Source: an optimization exercise on an open RTL-to-GDS flow (aim: small area, a short achievable clock period and few clock cycles per item). Production flows keep margins and buffers that such runs may drop. The RTL was checked by simulation tests, not by an equivalence proof against the original design.

==> inputs of trial 79 <==
==> flow/design.v (excerpt) <==
module metaball_pixel_generator
(
  input  logic        clk,
  input  logic        rst,
  input  logic        start,
  output logic        busy,
  input  logic [28:0] cmd_in,
  output logic        done,
  output logic [31:0] pixel_out,
  input  logic        cfg_write,
  input  logic [1:0]  cfg_index,
  input  logic [15:0] cfg_data
);
export LEC_CHECK = 0
export CAP_MARGIN = 20
export CORE_MARGIN = 2
export CORE_UTILIZATION = 40
export SLEW_MARGIN = 20
create_clock -name core_clock -period 12.0 [get_ports {clk}]
standard.sh (not shown) runs the stock make flow with config.mk's settings and CLKGATE_MAP_FILE= SYNTH_SCRIPT=/design/flow/synth_recipe.tcl, a recipe that flattens the netlist after the stock synthesis.
==> flow/flow/run.sh <==
#!/bin/bash
# Standard layout, with timing repair aiming for extra setup slack so the
# achieved period shrinks below the fixed 12 ns constraint.
set -euo pipefail
bash standard.sh SETUP_SLACK_MARGIN=7 finish > standard_flow.log 2>&1
==> inputs of trial 55, as changes to trial 79 <==
--- a/flow/design.v
+++ b/flow/design.v
@@ -226,49 +226,53 @@
   assign gzero = (wave_gain == 16'd0);
   logic [1:0]  gp_st;
   logic [19:0] gb;
   logic [4:0]  glen;
   logic [4:0]  gi;
   logic        gbit;
   logic [39:0] ga2;
   logic [15:0] gabs;
-  logic [19:0] g25;
   assign gabs = gneg ? 16'(-wave_gain) : wave_gain;
-  assign g25  = {gabs, 4'b0} + {1'b0, gabs, 3'b0} + {4'b0, gabs};
   always_ff @(posedge clk) begin
     if (rst) begin
       gp_st <= 2'd0;
     end else if (cfg_write && cfg_index == mb_pkg::CFG_WAVE_GAIN) begin
       gp_st <= 2'd1;
+      glen  <= 5'd0;
     end else begin
       case (gp_st)
         2'd1: begin
-          gb    <= g25;
-          glen  <= 5'd20;
-          gp_st <= 2'd2;
+          if (glen == 5'd0) begin
+            gb   <= 20'(gabs);
+            glen <= 5'd1;
+          end else begin
+            gb    <= {gb[15:0], 4'b0} + {1'b0, gb[15:0], 3'b0} + gb;
+            glen  <= 5'd20;
+            gp_st <= 2'd2;
+          end
         end
         2'd2: begin
           if (gb == 20'd0) begin
             gp_st <= 2'd0;
           end else if (gb[19]) begin
             gp_st <= 2'd3;
-            gi    <= 5'd18;
-            gbit  <= 1'b1;
+            gi    <= 5'd1;
+            gbit  <= gb[0];
             ga2   <= '0;
           end else begin
             gb   <= {gb[18:0], 1'b0};
             glen <= glen - 5'd1;
           end
         end
         2'd3: begin
-          ga2  <= {ga2[38:0], 1'b0} + (gbit ? 40'(gb) : 40'd0);
-          gbit <= (gi != 5'd31) && gb[gi];
-          gi   <= gi - 5'd1;
-          if (gi == 5'd31) gp_st <= 2'd0;
+          ga2  <= {21'(ga2[39:20]) + (gbit ? 21'(gb) : 21'd0), ga2[19:1]};
+          gbit <= (gi < 5'd20) && gb[gi];
+          gi   <= gi + 5'd1;
+          if (gi == 5'd20) gp_st <= 2'd0;
         end
         default: ;
       endcase
     end
   end
   logic [24:0] ring [mb_pkg::BLOB_COUNT];
   logic [24:0] head, adv_blob, tail_in;
   assign head = ring[0];
@@ -364,82 +368,90 @@
   end
   logic [9:0] pxy [2];
   always_ff @(posedge clk) begin
     if (rst)                   f_tag <= 1'b0;
     else if (fetch && rot_last) f_tag <= ~f_tag;
     if (fetch && rot == 4'd0) pxy[f_tag] <= 10'(cur[22:14]) + 10'(cur[13:6]);
   end
   logic        s1_v, s1_first, s1_tag, s1_zero;
-  logic [17:0] s1_dx2;
-  logic [15:0] s1_dy2;
-  logic [17:0] s1_b2;
+  logic [9:0]  s1_xhh;
+  logic [8:0]  s1_xhl;
+  logic [7:0]  s1_xll;
+  logic [7:0]  s1_yhh, s1_yhl, s1_yll;
+  logic [11:0] s1_sq;
   logic [3:0]  s1_lb;
   logic        s1_to_s2;
   logic [8:0]  sb;
   logic [11:0] ssq;
   logic [3:0]  slb;
   always_comb begin
     sb  = mode1 ? 9'({s0_sz, 2'b0}) + 9'(s0_sz) : 9'(s0_sz);
     slb = 4'd0;
     for (int i = 0; i < 9; i++) if (sb[i]) slb = 4'(i + 1);
     ssq = s0_sz * s0_sz;
   end
   always_ff @(posedge clk) begin
     if (rst) begin
       s1_v <= 1'b0;
     end else if (s0_to_s1) begin
       s1_v     <= 1'b1;
-      s1_dx2   <= s0_dx * s0_dx;
-      s1_dy2   <= s0_dy * s0_dy;
-      s1_b2    <= mode1 ? {ssq, 4'b0} + {1'b0, ssq, 3'b0} + 18'(ssq) : 18'(ssq);
+      s1_xhh   <= s0_dx[8:4] * s0_dx[8:4];
+      s1_xhl   <= s0_dx[8:4] * s0_dx[3:0];
+      s1_xll   <= s0_dx[3:0] * s0_dx[3:0];
+      s1_yhh   <= s0_dy[7:4] * s0_dy[7:4];
+      s1_yhl   <= s0_dy[7:4] * s0_dy[3:0];
+      s1_yll   <= s0_dy[3:0] * s0_dy[3:0];
+      s1_sq    <= ssq;
       s1_lb    <= slb;
       s1_zero  <= wavy ? gzero : (s0_sz == 6'd0);
       s1_first <= s0_first;
       s1_tag   <= s0_tag;
     end else if (s1_to_s2) begin
       s1_v <= 1'b0;
     end
   end
   logic        s2_v, s2_first, s2_tag, s2_zero;
   logic [18:0] s2_d;
   logic [17:0] s2_bn2;
   logic signed [5:0] s2_ls8;   
   logic        s2_to_s3;
+  logic [17:0] b2;
+  assign b2 = mode1 ? {s1_sq, 4'b0} + {1'b0, s1_sq, 3'b0} + 18'(s1_sq) : 18'(s1_sq);
   always_ff @(posedge clk) begin
     if (rst) begin
       s2_v <= 1'b0;
     end else if (s1_to_s2) begin
       s2_v     <= 1'b1;
-      s2_d     <= 19'(s1_dx2) + 19'(s1_dy2);
-      s2_bn2   <= s1_b2 << {4'd9 - s1_lb, 1'b0};
+      s2_d     <= {1'b0, s1_xhh, 8'd0} + {5'd0, s1_xhl, 5'd0} + 19'(s1_xll)
+                + {3'b0, s1_yhh, 8'd0} + {6'd0, s1_yhl, 5'd0} + 19'(s1_yll);
+      s2_bn2   <= b2 << {4'd9 - s1_lb, 1'b0};
       s2_ls8   <= wavy ? $signed({1'b0, glen}) - 6'sd5
                        : $signed({2'b0, s1_lb}) + (mode1 ? 6'sd8 : 6'sd4);
       s2_zero  <= s1_zero;
       s2_first <= s1_first;
       s2_tag   <= s1_tag;
     end else if (s2_to_s3) begin
       s2_v <= 1'b0;
     end
   end
   logic        s3_v, s3_first, s3_tag, s3_force, s3_sat;
   logic [19:0] s3_dp;
   logic [15:0] s3_r;
   logic [1:0]  s3_x;
   logic [4:0]  s3_n;
   logic        s3_to_e;
-  logic [4:0]  ld;
   logic [3:0]  v0;
   logic signed [6:0] n0;
   logic [19:0] dpn;
   logic        fz, fs;
   always_comb begin
-    ld = 5'd0;
-    for (int i = 0; i < 19; i++) if (s2_d[i]) ld = 5'(i + 1);
-    v0  = (ld >= 5'd18) ? 4'd0 : 4'((5'd18 - ld) >> 1);
+    v0 = 4'd9;
+    for (int k = 0; k < 9; k++) if (s2_d[2 * k +: 2] != 2'b00) v0 = 4'(8 - k);
+    if (s2_d[18]) v0 = 4'd0;
     n0  = 7'(s2_ls8) + $signed({3'b0, v0});
     dpn = 20'(s2_d) << {v0, 1'b0};
     fz  = s2_zero || (n0 <= 7'sd0 && s2_d != 19'd0);
     fs  = !s2_zero && (s2_d == 19'd0);
   end
   always_ff @(posedge clk) begin
     if (rst) begin
       s3_v <= 1'b0;
@@ -452,17 +464,17 @@
       s3_force <= fz || fs;
       s3_sat   <= fs;
       s3_first <= s2_first;
       s3_tag   <= s2_tag;
     end else if (s3_to_e) begin
       s3_v <= 1'b0;
     end
   end
-  localparam int K = 7;
+  localparam int K = 8;
   logic [K-1:0]  e_free, e_req, e_freq, e_load, e_grant;
   logic [24:0]   e_q   [K];
   logic [K-1:0]  e_qtag;
   logic          disp_ok;
   assign disp_ok = s3_v;
   always_comb begin
     e_load = '0;
     for (int j = K - 1; j >= 0; j--) begin
@@ -501,97 +513,93 @@
       .grant     (e_grant[j]),
       .free      (e_free[j]),
       .acc_req   (e_req[j]),
       .first_req (e_freq[j]),
       .q         (e_q[j]),
       .q_tag     (e_qtag[j])
     );
   end
-  logic [25:0] acc [2];
+  logic [28:0] acc [2];   
   logic [3:0]  cnt [2];
   logic        ctag, c_start;
   logic [24:0] gq, aq;
   logic        gtag, atag, av;
-  logic [26:0] acc_raw;
-  logic [25:0] acc_sat;
   logic [3:0]  c_st;
   always_comb begin
     gq   = '0;
     gtag = 1'b0;
     for (int j = 0; j < K; j++) begin
       if (e_grant[j]) begin
         gq   = e_q[j];
         gtag = e_qtag[j];
       end
     end
   end
   always_ff @(posedge clk) begin
     aq   <= gq;
     atag <= gtag;
   end
-  assign acc_raw = 27'(acc[atag]) + 27'(aq);
-  assign acc_sat = acc_raw[26] ? 26'h3FFFFFF : acc_raw[25:0];
   assign c_start = (cnt[ctag] == 4'd10) && (c_st == 4'd0);
   always_ff @(posedge clk) begin
     if (rst) begin
       av      <= 1'b0;
       acc[0]  <= '0;
       acc[1]  <= '0;
       cnt[0]  <= '0;
       cnt[1]  <= '0;
       inuse   <= '0;
       ctag    <= 1'b0;
     end else begin
       av   <= |e_grant;
       if (av) begin
-        acc[atag] <= acc_sat;
+        acc[atag] <= acc[atag] + 29'(aq);
         cnt[atag] <= cnt[atag] + 4'd1;
       end
       if (c_start) begin
         acc[ctag]   <= '0;
         cnt[ctag]   <= '0;
         inuse[ctag] <= 1'b0;
         ctag        <= ~ctag;
       end
       if (fetch && rot == 4'd0) inuse[f_tag] <= 1'b1;
     end
   end
   localparam logic [25:0] H_LO = 26'(20 * 4096);
   localparam logic [25:0] H_HI = 26'(360 * 4096);
-  logic [25:0]        c_s;
-  logic [25:0]        c_sig;
+  logic [30:0]        c_s;
+  logic [28:0]        c_sig;
   logic [9:0]         c_pxy;
   logic [21:0]        c_u;
   logic [17:0]        c_x;
-  logic signed [27:0] ts;
-  logic signed [25:0] sv;
+  logic signed [30:0] ts;
+  logic signed [30:0] sv;
   logic [21:0]        hh;
   logic [2:0]         cn;
   logic [21:0]        u_nx;
   logic [17:0]        x_nx;
   logic [7:0]         lvl, y_nx, red0;
   logic [8:0]         f1;
   logic [12:0]        kk;
   logic [19:0]        bl;
   logic [7:0]         px_r, px_g, px_b;
   logic               done_r;
   assign c_sig = acc[ctag];
   assign c_pxy = pxy[ctag];
   always_comb begin
     if (wavy && gneg)
-      ts = $signed({6'd0, c_pxy, 12'd0}) - $signed({2'b0, c_sig});
+      ts = $signed({9'd0, c_pxy, 12'd0}) - $signed({2'b0, c_sig});
     else
-      ts = $signed(wavy ? {6'd0, c_pxy, 12'd0} : 28'd0) + $signed({2'b0, c_sig});
-    if (ts > 28'sd33554431)       sv = 26'sd33554431;
-    else if (ts < -28'sd33554432) sv = -26'sd33554432;
-    else                          sv = ts[25:0];
-    if ($signed(c_s) < $signed(H_LO))      hh = 22'(H_LO);
-    else if ($signed(c_s) > $signed(H_HI)) hh = 22'(H_HI);
-    else                                   hh = c_s[21:0];
+      ts = $signed(wavy ? {9'd0, c_pxy, 12'd0} : 31'd0) + $signed({2'b0, c_sig});
+    if ($signed(c_s) > 31'sd33554431)       sv = 31'sd33554431;
+    else if ($signed(c_s) < -31'sd33554432) sv = -31'sd33554432;
+    else                                    sv = c_s;
+    if ($signed(c_s) < $signed(31'(H_LO)))      hh = 22'(H_LO);
+    else if ($signed(c_s) > $signed(31'(H_HI))) hh = 22'(H_HI);
+    else                                        hh = c_s[21:0];
     kk = c_s[24:12];
     f1 = 9'(kk[12:8]) + 9'(kk[7:0]);
     bl = 20'd131072 + {c_s[14:0], 5'b0} + {c_s[15:0], 4'b0} + {c_s[18:0], 1'b0};
     red0 = (c_x[7:0] == 8'd0) ? 8'd0 : 8'd255 - c_x[7:0];
     case (c_st)
       4'd4:    cn = 3'd3;
       4'd5:    cn = 3'd1;
       default: cn = 3'd5;
@@ -611,25 +619,29 @@
   always_ff @(posedge clk) begin
     if (rst) begin
       c_st   <= 4'd0;
       done_r <= 1'b0;
     end else begin
       done_r <= 1'b0;
       case (c_st)
         4'd0: if (c_start) begin
+          c_s  <= ts;
+          c_st <= 4'd1;
+        end
+        4'd1: begin
           c_s  <= sv;
           c_st <= 4'd2;
         end
         4'd2: begin
           if (color_mode == 2'd0) begin
             px_b <= bl[19:12];
             c_st <= 4'd6;
           end else begin
-            c_s  <= 26'(hh);
+            c_s  <= 31'(hh);
             c_st <= 4'd3;
           end
         end
         4'd3: c_st <= 4'd4;        
         4'd4: c_st <= 4'd5;        
         4'd5: begin                
           px_r <= lvl;
           c_st <= 4'd7;
==> flow/flow/run.sh (replaced) <==
#!/bin/bash
# Standard layout, with timing repair aiming for extra setup slack so the
# achieved period shrinks below the fixed 12 ns constraint.
set -euo pipefail
bash standard.sh SETUP_SLACK_MARGIN=7.5 finish > standard_flow.log 2>&1
==> notes.md <==
|  | trial 79 | trial 55 |
|---|---|---|
| Result of the run | finished clean | finished clean |
| WL met2 | 130000 µm | 141000 µm |
| Site row count | 195 | 204 |
| Initial antenna violation count | 10 | 22 |
| Overall die width | 538 µm | 561 µm |
| Signal buf overhead | 1.68% | 1.85% |
| Number of DRC violations after detailed-routing iteration 0 | 6043 | 7046 |
| Total of plain and repair buffers excluding clock buffers | 243 | 267 |
| Post-CTS setup-driven buffer insertion count | 43 | 10 |
| Synth cell types | 127 | 111 |
| Critical Path Max Stage Delay | 0.55 ns | 0.46 ns |
| Logic depth of the worst register-to-register path | 21 | 15 |
| Setup slack of the critical path after layout | 6.56 ns | 7.60 ns |
| Layout area overhead | 11.2% | 11.5% |
| Via total after detailed routing | 86100 | 94000 |
| Tap Count | 3743 | 4120 |
| Setup Skew | 0.106 ns | 0.0927 ns |
| Multiplexer fraction of the synthesized cell area | 2.23% | 2.62% |
| Data required time of the critical path | 12.60 ns | 12.75 ns |
| Start of the worst register-to-register path | s0_sz[4]$_DFFE_PP_ | g_eng[0].u_root.e_dp[5]$_DFFE_PP_ |
Testbench counts of trial 79, summed over its fixed seeds: cycles 33,499, pixels 1,568.
Testbench counts of trial 55, summed over its fixed seeds: cycles 31,069, pixels 1,568.

## re-timing with driven ports
The flow's constraints put no driver on any port. The routed layouts listed below were extracted and timed again, unchanged, in two steps. Step 1 assumes that a clkbuf_16 drives the clock port and a buf_2 every other input. Step 2 adds t to the input delays and takes it off the output delays; t is the mean of the earliest and latest rising clock arrival at the registers after step 1. Input paths then give back, and output paths get back, about the clock's delay inside the block. Slacks: ideal / step 1 / step 2; pairs: ideal / step 1.
run	shift t [ns]	setup WS [ns]	hold slack, ns	worst setup path at the end
trial 79	0.972	6.564 / 6.564 / 6.564	0.382 / 0.382 / 0.382	register to register
trial 55	0.984	7.600 / 7.600 / 6.869	0.364 / 0.364 / 0.364	input to register
After both steps every run listed still meets setup and hold. The setup slack of trial 55, which loses most, moves by 0.000 ns with the drivers and by -0.731 ns with both steps.
